From an optimization exercise on the open Yosys and OpenROAD flow, aimed at small area, a short achievable clock period and few clock cycles; shortcuts taken in it are not production practice. Function was checked by simulation only, so behaviour that the tests miss may differ from the original.

==> inputs of v24 <==
==> flow/design.v (excerpt) <==
module ascii_integer_parser (
	input  logic                     clk,
	input  logic                     arst_n,
	input  logic                     item_valid,
	output logic                     item_stall,
	input  logic [8:0]               item,
	output logic                     result_valid,
	input  logic                     result_stall,
	output logic [79:0]              result,
	input  logic                     cfg_we,
	input  logic                     cfg_index,
	input  logic [4:0]               cfg_data
);
	logic [4:0]  base_sel_q;
	logic        sgn_q;
	always_ff @(posedge clk or negedge arst_n) begin
		if (!arst_n) begin
			base_sel_q <= aip_pkg::BASE_AUTO;
			sgn_q <= 1'b1;
		end else if (cfg_we) begin
			if (cfg_index) sgn_q <= cfg_data[0];
			else base_sel_q <= cfg_data;
		end
	end
	logic        ph_prefix, ph_zero, ph_auto0, ph_auto0x, ph_digits;
	logic        neg;
	logic [4:0]  base;
	logic        hex;
	logic        op_v;           
	logic        op_ld;          
	logic [2:0]  op_one, op_two;
	logic [1:0]  op_neg;
	logic [3:0]  op_d;
	logic        op_cset;        
	logic [1:0]  op_cval;
	logic        op_cinc;        
	logic        op_emit;
	logic        rv;
	logic        hold;
	logic        take;
	assign hold = op_v && rv && result_stall;
	assign item_stall = hold;
	assign take = item_valid && !hold;
	logic [7:0]  c;
	logic        f;
	assign c = item[8:1];
	assign f = item[0];
	logic        is_dec, is_hl, is_x, is_zero, is_minus, is_nul;
	logic [3:0]  dval;
	assign is_dec = (c[7:4] == 4'h3) && (c[3:0] <= 4'd9);
	assign is_hl = (c[7:6] == 2'b01) && (c[4:3] == 2'b00) && (c[2:0] != 3'd0) && (c[2:0] != 3'd7);
	assign is_x = (c == aip_pkg::CH_X);
	assign is_zero = (c == aip_pkg::CH_ZERO);
	assign is_minus = (c == aip_pkg::CH_MINUS);
	assign is_nul = (c == aip_pkg::CH_NUL);
	assign dval = is_dec ? c[3:0] : (c[3:0] + 4'd9);
	logic        auto_sel;
	logic [4:0]  first_base;
	logic        first_hex;
	assign auto_sel = (base_sel_q == aip_pkg::BASE_AUTO);
	assign first_base = auto_sel ? aip_pkg::BASE_DEC : base_sel_q;
	assign first_hex = (base_sel_q == aip_pkg::BASE_HEX);
	logic [2:0]  b_one, b_two;
	logic [1:0]  b_neg;
	always_comb begin
		b_one[0] = base[0];
		b_two[0] = base[1] & ~base[0];
		b_neg[0] = base[1];
		b_one[1] = base[2] ^ base[1];
  ...
==> module aip_core, before the edit <==
module aip_core (
	input  logic [63:0] acc,
	input  logic [2:0]  one,
	input  logic [2:0]  two,
	input  logic [1:0]  neg,
	input  logic [3:0]  d,
	output logic [63:0] nxt
);
	logic [63:0] r0, r1, r2;
	logic [64:0] a;
	logic [63:0] x, y;
	assign a = {acc, 1'b0};
	always_comb begin
		for (int j = 0; j < 64; j++) begin
			r0[j] = ((one[0] & a[j+1]) | (two[0] & a[j])) ^ neg[0];
			r1[j] = ((one[1] & a[j+1]) | (two[1] & a[j])) ^ neg[1];
			r2[j] = (one[2] & a[j+1]) | (two[2] & a[j]);
		end
	end
	always_comb begin
		x = '0;
		y = '0;
		x[0] = r0[0];
		y[0] = d[0];
		x[1] = r0[1];
		y[1] = d[1];
		x[2] = r0[2] ^ r1[0] ^ d[2];
		y[3] = (r0[2] & r1[0]) | (r0[2] & d[2]) | (r1[0] & d[2]);
		y[2] = neg[1];
		x[3] = r0[3] ^ r1[1] ^ d[3];
		y[4] = (r0[3] & r1[1]) | (r0[3] & d[3]) | (r1[1] & d[3]);
		for (int j = 4; j < 64; j++) begin
			x[j] = r0[j] ^ r1[j-2] ^ r2[j-4];
			if (j < 63)
				y[j+1] = (r0[j] & r1[j-2]) | (r0[j] & r2[j-4]) | (r1[j-2] & r2[j-4]);
		end
	end
	aip_add u_add (
		.x   (x),
		.y   (y),
		.cin (neg[0]),
		.s   (nxt)
	);
endmodule
==> module aip_add, before the edit <==
module aip_add (
	input  logic [63:0] x,
	input  logic [63:0] y,
	input  logic        cin,
	output logic [63:0] s
);
	logic [63:0] p0;
	logic [64:0] g [0:6];
	logic [64:0] p [0:6];
	always_comb begin
		p0 = x ^ y;
		g[0][0] = cin;
		p[0][0] = 1'b0;
		for (int i = 0; i < 64; i++) begin
			g[0][i+1] = x[i] & y[i];
			p[0][i+1] = p0[i];
		end
		for (int l = 1; l <= 6; l++) begin
			for (int i = 0; i < 65; i++) begin
				if ((i >> (l-1)) & 1) begin
					g[l][i] = g[l-1][i] | (p[l-1][i] & g[l-1][((i >> (l-1)) << (l-1)) - 1]);
					p[l][i] = p[l-1][i] & p[l-1][((i >> (l-1)) << (l-1)) - 1];
				end else begin
					g[l][i] = g[l-1][i];
					p[l][i] = p[l-1][i];
				end
			end
		end
		for (int i = 0; i < 64; i++)
			s[i] = p0[i] ^ g[6][i];
	end
endmodule
export LEC_CHECK = 0
export ABC_AREA = 1
export CAP_MARGIN = 20
export CORE_MARGIN = 2
export CORE_UTILIZATION = 40
export SETUP_SLACK_MARGIN = 4.5
export SLEW_MARGIN = 20
create_clock -name core_clock -period 9.0 [get_ports {clk}]
run.sh (not shown) runs the stock make flow with config.mk's settings and CLKGATE_MAP_FILE= SYNTH_SCRIPT=/design/flow/synth_recipe.tcl, a recipe that flattens the netlist after the stock synthesis.
==> inputs of v15, as changes to v24 <==
--- a/flow/design.v
+++ b/flow/design.v
@@ -19,27 +19,27 @@
 	logic [64:0] a;
 	logic [63:0] x, y;
 	assign a = {acc, 1'b0};
 	always_comb begin
 		for (int j = 0; j < 64; j++) begin
-			r0[j] = ((one[0] & a[j+1]) | (two[0] & a[j])) ^ neg[0];
-			r1[j] = ((one[1] & a[j+1]) | (two[1] & a[j])) ^ neg[1];
-			r2[j] = (one[2] & a[j+1]) | (two[2] & a[j]);
+			r0[j] = ~(((one[0] & a[j+1]) | (two[0] & a[j])) ^ neg[0]);
+			r1[j] = ~(((one[1] & a[j+1]) | (two[1] & a[j])) ^ neg[1]);
+			r2[j] = ~((one[2] & a[j+1]) | (two[2] & a[j]));
 		end
 	end
 	always_comb begin
-		x = '0;
-		y = '0;
+		x = '1;
+		y = '1;
 		x[0] = r0[0];
-		y[0] = d[0];
+		y[0] = ~d[0];
 		x[1] = r0[1];
-		y[1] = d[1];
-		x[2] = r0[2] ^ r1[0] ^ d[2];
-		y[3] = (r0[2] & r1[0]) | (r0[2] & d[2]) | (r1[0] & d[2]);
-		y[2] = neg[1];
-		x[3] = r0[3] ^ r1[1] ^ d[3];
-		y[4] = (r0[3] & r1[1]) | (r0[3] & d[3]) | (r1[1] & d[3]);
+		y[1] = ~d[1];
+		x[2] = r0[2] ^ r1[0] ^ ~d[2];
+		y[3] = (r0[2] & r1[0]) | (r0[2] & ~d[2]) | (r1[0] & ~d[2]);
+		y[2] = ~neg[1];
+		x[3] = r0[3] ^ r1[1] ^ ~d[3];
+		y[4] = (r0[3] & r1[1]) | (r0[3] & ~d[3]) | (r1[1] & ~d[3]);
 		for (int j = 4; j < 64; j++) begin
 			x[j] = r0[j] ^ r1[j-2] ^ r2[j-4];
 			if (j < 63)
 				y[j+1] = (r0[j] & r1[j-2]) | (r0[j] & r2[j-4]) | (r1[j-2] & r2[j-4]);
 		end
@@ -59,15 +59,15 @@
 );
 	logic [63:0] p0;
 	logic [64:0] g [0:6];
 	logic [64:0] p [0:6];
 	always_comb begin
-		p0 = x ^ y;
+		p0 = x ^ y;   
 		g[0][0] = cin;
 		p[0][0] = 1'b0;
 		for (int i = 0; i < 64; i++) begin
-			g[0][i+1] = x[i] & y[i];
+			g[0][i+1] = ~(x[i] | y[i]);
 			p[0][i+1] = p0[i];
 		end
 		for (int l = 1; l <= 6; l++) begin
 			for (int i = 0; i < 65; i++) begin
 				if ((i >> (l-1)) & 1) begin
@@ -111,11 +111,12 @@
 	logic        neg;
 	logic [4:0]  base;
 	logic        hex;
 	logic        op_v;           
 	logic        op_ld;          
-	logic [2:0]  op_one, op_two;
+	logic [1:0]  op_mode;        
+	logic [2:0]  op_one, op_two;   
 	logic [1:0]  op_neg;
 	logic [3:0]  op_d;
 	logic        op_cset;        
 	logic [1:0]  op_cval;
 	logic        op_cinc;        
@@ -161,10 +162,11 @@
 	logic        n_prefix, n_zero, n_auto0, n_auto0x, n_digits;
 	logic        n_neg;
 	logic [4:0]  n_base;
 	logic        n_hex;
 	logic        o_ld;
+	logic [1:0]  o_mode;
 	logic [2:0]  o_one, o_two;
 	logic [1:0]  o_neg;
 	logic [3:0]  o_d;
 	logic        o_cset;
 	logic [1:0]  o_cval;
@@ -180,20 +182,22 @@
 		n_digits = ph_digits;
 		n_neg = neg;
 		n_base = base;
 		n_hex = hex;
 		o_ld = 1'b0;
+		o_mode = 2'd1;
 		o_one = b_one;
 		o_two = b_two;
 		o_neg = b_neg;
 		o_d = dval;
 		o_cset = 1'b0;
 		o_cval = 2'd1;
 		o_cinc = 1'b0;
 		o_emit = 1'b0;
 		if (f) begin
 			o_ld = 1'b1;
+			o_mode = 2'd0;
 			o_one = 3'd0;
 			o_two = 3'd0;
 			o_neg = 2'd0;
 			o_cset = 1'b1;
 			n_prefix = 1'b0;
@@ -257,10 +261,11 @@
 				if (ph_auto0x) o_cval = 2'd3;
 				else o_cinc = 1'b1;
 				n_digits = 1'b1;
 			end else begin
 				o_ld = neg;
+				o_mode = 2'd2;
 				o_one = 3'b001;
 				o_two = 3'd0;
 				o_neg = 2'b01;
 				o_d = 4'd0;
 				o_emit = 1'b1;
@@ -298,20 +303,29 @@
 		end
 	end
 	always_ff @(posedge clk) begin
 		if (!hold) begin
 			op_ld <= take && o_ld;
-			op_one <= o_one;
-			op_two <= o_two;
-			op_neg <= o_neg;
+			op_mode <= o_mode;
 			op_d <= o_d;
 			op_cset <= take && o_cset;
 			op_cval <= o_cval;
 			op_cinc <= take && o_cinc;
 			op_emit <= take && o_emit;
 		end
 	end
+	always_ff @(posedge clk) begin
+		if (hold) begin
+			op_one <= (op_mode == 2'd1) ? b_one : (op_mode == 2'd2) ? 3'b001 : 3'd0;
+			op_two <= (op_mode == 2'd1) ? b_two : 3'd0;
+			op_neg <= (op_mode == 2'd1) ? b_neg : (op_mode == 2'd2) ? 2'b01 : 2'd0;
+		end else begin
+			op_one <= o_one;
+			op_two <= o_two;
+			op_neg <= o_neg;
+		end
+	end
 	logic [63:0] acc;
 	logic [63:0] acc_nxt;
 	logic [15:0] cnt;
 	aip_core u_core (
 		.acc (acc),
==> flow/flow/run.sh (new file) <==
#!/bin/bash
# The standard layout, with plain buf_1 cells as the port buffers instead of the
# delay buffers buffer_ports picks by default.
set -euo pipefail
bash standard.sh "BUFFER_PORTS_ARGS=-buffer_cell sky130_fd_sc_hd__buf_1" finish > make_finish.log 2>&1
==> flow/standard.sh (new file) <==
#!/bin/bash
# synth_recipe.tcl (not shown) runs the flow's synth.tcl, then flattens the netlist and writes it again
# the make line also repeats each setting of config.mk as NAME=value (left out here)
make -C /OpenROAD-flow-scripts/flow DESIGN_CONFIG=/design/flow/config.mk WORK_HOME=/design/flow/orfs CLKGATE_MAP_FILE= SYNTH_SCRIPT=/design/flow/synth_recipe.tcl "${@:-finish}"
==> flow/config.mk (replaced) <==
export PLATFORM = sky130hd
export DESIGN_NAME = ascii_integer_parser
export DESIGN_NICKNAME = ascii_integer_parser
export VERILOG_FILES = /design/flow/design.v
export SDC_FILE = /design/flow/constraint.sdc
export NUM_CORES = 4
export LEC_CHECK = 0
export CAP_MARGIN = 20
export CORE_MARGIN = 2
export CORE_UTILIZATION = 55
export CTS_BUF_LIST = sky130_fd_sc_hd__clkbuf_8
export CTS_CLUSTER_DIAMETER = 50
export CTS_CLUSTER_SIZE = 20
export SETUP_SLACK_MARGIN = 4.8
export SLEW_MARGIN = 20
removed: flow/run.sh
==> inputs of v4, as changes to v24 <==
--- a/flow/design.v
+++ b/flow/design.v
@@ -19,27 +19,27 @@
 	logic [64:0] a;
 	logic [63:0] x, y;
 	assign a = {acc, 1'b0};
 	always_comb begin
 		for (int j = 0; j < 64; j++) begin
-			r0[j] = ((one[0] & a[j+1]) | (two[0] & a[j])) ^ neg[0];
-			r1[j] = ((one[1] & a[j+1]) | (two[1] & a[j])) ^ neg[1];
-			r2[j] = (one[2] & a[j+1]) | (two[2] & a[j]);
+			r0[j] = ~(((one[0] & a[j+1]) | (two[0] & a[j])) ^ neg[0]);
+			r1[j] = ~(((one[1] & a[j+1]) | (two[1] & a[j])) ^ neg[1]);
+			r2[j] = ~((one[2] & a[j+1]) | (two[2] & a[j]));
 		end
 	end
 	always_comb begin
-		x = '0;
-		y = '0;
+		x = '1;
+		y = '1;
 		x[0] = r0[0];
-		y[0] = d[0];
+		y[0] = ~d[0];
 		x[1] = r0[1];
-		y[1] = d[1];
-		x[2] = r0[2] ^ r1[0] ^ d[2];
-		y[3] = (r0[2] & r1[0]) | (r0[2] & d[2]) | (r1[0] & d[2]);
-		y[2] = neg[1];
-		x[3] = r0[3] ^ r1[1] ^ d[3];
-		y[4] = (r0[3] & r1[1]) | (r0[3] & d[3]) | (r1[1] & d[3]);
+		y[1] = ~d[1];
+		x[2] = r0[2] ^ r1[0] ^ ~d[2];
+		y[3] = (r0[2] & r1[0]) | (r0[2] & ~d[2]) | (r1[0] & ~d[2]);
+		y[2] = ~neg[1];
+		x[3] = r0[3] ^ r1[1] ^ ~d[3];
+		y[4] = (r0[3] & r1[1]) | (r0[3] & ~d[3]) | (r1[1] & ~d[3]);
 		for (int j = 4; j < 64; j++) begin
 			x[j] = r0[j] ^ r1[j-2] ^ r2[j-4];
 			if (j < 63)
 				y[j+1] = (r0[j] & r1[j-2]) | (r0[j] & r2[j-4]) | (r1[j-2] & r2[j-4]);
 		end
@@ -59,15 +59,15 @@
 );
 	logic [63:0] p0;
 	logic [64:0] g [0:6];
 	logic [64:0] p [0:6];
 	always_comb begin
-		p0 = x ^ y;
+		p0 = x ^ y;   
 		g[0][0] = cin;
 		p[0][0] = 1'b0;
 		for (int i = 0; i < 64; i++) begin
-			g[0][i+1] = x[i] & y[i];
+			g[0][i+1] = ~(x[i] | y[i]);
 			p[0][i+1] = p0[i];
 		end
 		for (int l = 1; l <= 6; l++) begin
 			for (int i = 0; i < 65; i++) begin
 				if ((i >> (l-1)) & 1) begin
==> flow/flow/run.sh (new file) <==
#!/bin/bash
# The standard layout, with plain buf_1 cells as the port buffers instead of the
# delay buffers buffer_ports picks by default.
set -euo pipefail
bash standard.sh "BUFFER_PORTS_ARGS=-buffer_cell sky130_fd_sc_hd__buf_1" finish > make_finish.log 2>&1
==> flow/standard.sh (new file) <==
#!/bin/bash
# synth_recipe.tcl (not shown) runs the flow's synth.tcl, then flattens the netlist and writes it again
# the make line also repeats each setting of config.mk as NAME=value (left out here)
make -C /OpenROAD-flow-scripts/flow DESIGN_CONFIG=/design/flow/config.mk WORK_HOME=/design/flow/orfs CLKGATE_MAP_FILE= SYNTH_SCRIPT=/design/flow/synth_recipe.tcl "${@:-finish}"
==> flow/config.mk (replaced) <==
export PLATFORM = sky130hd
export DESIGN_NAME = ascii_integer_parser
export DESIGN_NICKNAME = ascii_integer_parser
export VERILOG_FILES = /design/flow/design.v
export SDC_FILE = /design/flow/constraint.sdc
export NUM_CORES = 4
export LEC_CHECK = 0
export CAP_MARGIN = 20
export CORE_MARGIN = 2
export CORE_UTILIZATION = 40
export CTS_BUF_LIST = sky130_fd_sc_hd__clkbuf_8
export CTS_CLUSTER_DIAMETER = 50
export CTS_CLUSTER_SIZE = 20
export SETUP_SLACK_MARGIN = 4.5
export SLEW_MARGIN = 20
removed: flow/run.sh
==> inputs of v27, as changes to v24 <==
--- a/flow/design.v
+++ b/flow/design.v
@@ -19,27 +19,27 @@
 	logic [64:0] a;
 	logic [63:0] x, y;
 	assign a = {acc, 1'b0};
 	always_comb begin
 		for (int j = 0; j < 64; j++) begin
-			r0[j] = ((one[0] & a[j+1]) | (two[0] & a[j])) ^ neg[0];
-			r1[j] = ((one[1] & a[j+1]) | (two[1] & a[j])) ^ neg[1];
-			r2[j] = (one[2] & a[j+1]) | (two[2] & a[j]);
+			r0[j] = ~(((one[0] & a[j+1]) | (two[0] & a[j])) ^ neg[0]);
+			r1[j] = ~(((one[1] & a[j+1]) | (two[1] & a[j])) ^ neg[1]);
+			r2[j] = ~((one[2] & a[j+1]) | (two[2] & a[j]));
 		end
 	end
 	always_comb begin
-		x = '0;
-		y = '0;
+		x = '1;
+		y = '1;
 		x[0] = r0[0];
-		y[0] = d[0];
+		y[0] = ~d[0];
 		x[1] = r0[1];
-		y[1] = d[1];
-		x[2] = r0[2] ^ r1[0] ^ d[2];
-		y[3] = (r0[2] & r1[0]) | (r0[2] & d[2]) | (r1[0] & d[2]);
-		y[2] = neg[1];
-		x[3] = r0[3] ^ r1[1] ^ d[3];
-		y[4] = (r0[3] & r1[1]) | (r0[3] & d[3]) | (r1[1] & d[3]);
+		y[1] = ~d[1];
+		x[2] = r0[2] ^ r1[0] ^ ~d[2];
+		y[3] = (r0[2] & r1[0]) | (r0[2] & ~d[2]) | (r1[0] & ~d[2]);
+		y[2] = ~neg[1];
+		x[3] = r0[3] ^ r1[1] ^ ~d[3];
+		y[4] = (r0[3] & r1[1]) | (r0[3] & ~d[3]) | (r1[1] & ~d[3]);
 		for (int j = 4; j < 64; j++) begin
 			x[j] = r0[j] ^ r1[j-2] ^ r2[j-4];
 			if (j < 63)
 				y[j+1] = (r0[j] & r1[j-2]) | (r0[j] & r2[j-4]) | (r1[j-2] & r2[j-4]);
 		end
@@ -59,15 +59,15 @@
 );
 	logic [63:0] p0;
 	logic [64:0] g [0:6];
 	logic [64:0] p [0:6];
 	always_comb begin
-		p0 = x ^ y;
+		p0 = x ^ y;   
 		g[0][0] = cin;
 		p[0][0] = 1'b0;
 		for (int i = 0; i < 64; i++) begin
-			g[0][i+1] = x[i] & y[i];
+			g[0][i+1] = ~(x[i] | y[i]);
 			p[0][i+1] = p0[i];
 		end
 		for (int l = 1; l <= 6; l++) begin
 			for (int i = 0; i < 65; i++) begin
 				if ((i >> (l-1)) & 1) begin
==> flow/flow/run.sh (new file) <==
#!/bin/bash
# The standard layout, with plain buf_1 cells as the port buffers instead of the
# delay buffers buffer_ports picks by default.
set -euo pipefail
bash standard.sh "BUFFER_PORTS_ARGS=-buffer_cell sky130_fd_sc_hd__buf_1" finish > make_finish.log 2>&1
==> flow/standard.sh (new file) <==
#!/bin/bash
# synth_recipe.tcl (not shown) runs the flow's synth.tcl, then flattens the netlist and writes it again
# the make line also repeats each setting of config.mk as NAME=value (left out here)
make -C /OpenROAD-flow-scripts/flow DESIGN_CONFIG=/design/flow/config.mk WORK_HOME=/design/flow/orfs CLKGATE_MAP_FILE= SYNTH_SCRIPT=/design/flow/synth_recipe.tcl "${@:-finish}"
==> flow/config.mk (replaced) <==
export PLATFORM = sky130hd
export DESIGN_NAME = ascii_integer_parser
export DESIGN_NICKNAME = ascii_integer_parser
export VERILOG_FILES = /design/flow/design.v
export SDC_FILE = /design/flow/constraint.sdc
export NUM_CORES = 4
export LEC_CHECK = 0
export CAP_MARGIN = 20
export CORE_MARGIN = 2
export CORE_UTILIZATION = 55
export CTS_BUF_LIST = sky130_fd_sc_hd__clkbuf_8
export CTS_CLUSTER_DIAMETER = 50
export CTS_CLUSTER_SIZE = 20
export GPL_TIMING_DRIVEN = 0
export SETUP_SLACK_MARGIN = 4.5
export SLEW_MARGIN = 20
removed: flow/run.sh
==> summary of the runs <==
Cell count, lowest first: v27, v15, v4, v24.
Clock skew: v4 is higher than v15 (0.0019 ns).
v24 produced a clean layout. v27 completed without violations. v4 passed the timing, DRC and antenna checks. v15 passed the timing, DRC and antenna checks.
Against v4, the synthesized cell count of v24 is higher by 51%.
Between v15 and v27, the lower design area is in v27 (gap about 4%, measured against v27).
Testbench counts of v24, summed over its fixed seeds: cycles 48,268.
Testbench counts of v15, summed over its fixed seeds: cycles 48,268.
Testbench counts of v4, summed over its fixed seeds: cycles 48,268.
Testbench counts of v27, summed over its fixed seeds: cycles 48,268.

## separate check: timing with driven ports
The results above use ideal ports. As a check the final layouts listed here were re-extracted and re-timed, cells and wires unchanged.
Step 1 (the two cells are an assumption about what drives the block):
set clk [get_ports {clk}]
set_driving_cell -lib_cell sky130_fd_sc_hd__clkbuf_16 $clk
set_driving_cell -lib_cell sky130_fd_sc_hd__buf_2 [delete_from_list [all_inputs] $clk]
Step 2 also shifts input and output timing later by t, the mid clock arrival at the registers, as if the neighbouring blocks saw the same clock.
Slacks: no drivers / after step 1 / after step 2; pairs: no drivers / after step 1.
run	t, ns	slack for setup (ns)	latest minus earliest clock arrival (ns)
v24	0.488	4.616 / 4.593 / 4.544	0.013 / 0.014
v15	0.506	4.836 / 4.836 / 4.655	0.018 / 0.018
v4	0.493	4.622 / 4.580 / 4.407	0.020 / 0.020
v27	0.490	4.597 / 4.576 / 4.323	0.023 / 0.023
After both steps setup and hold are still met in every run listed. For v27, which loses most, drivers alone change the setup slack by -0.021 ns; drivers and shift together by -0.274 ns.
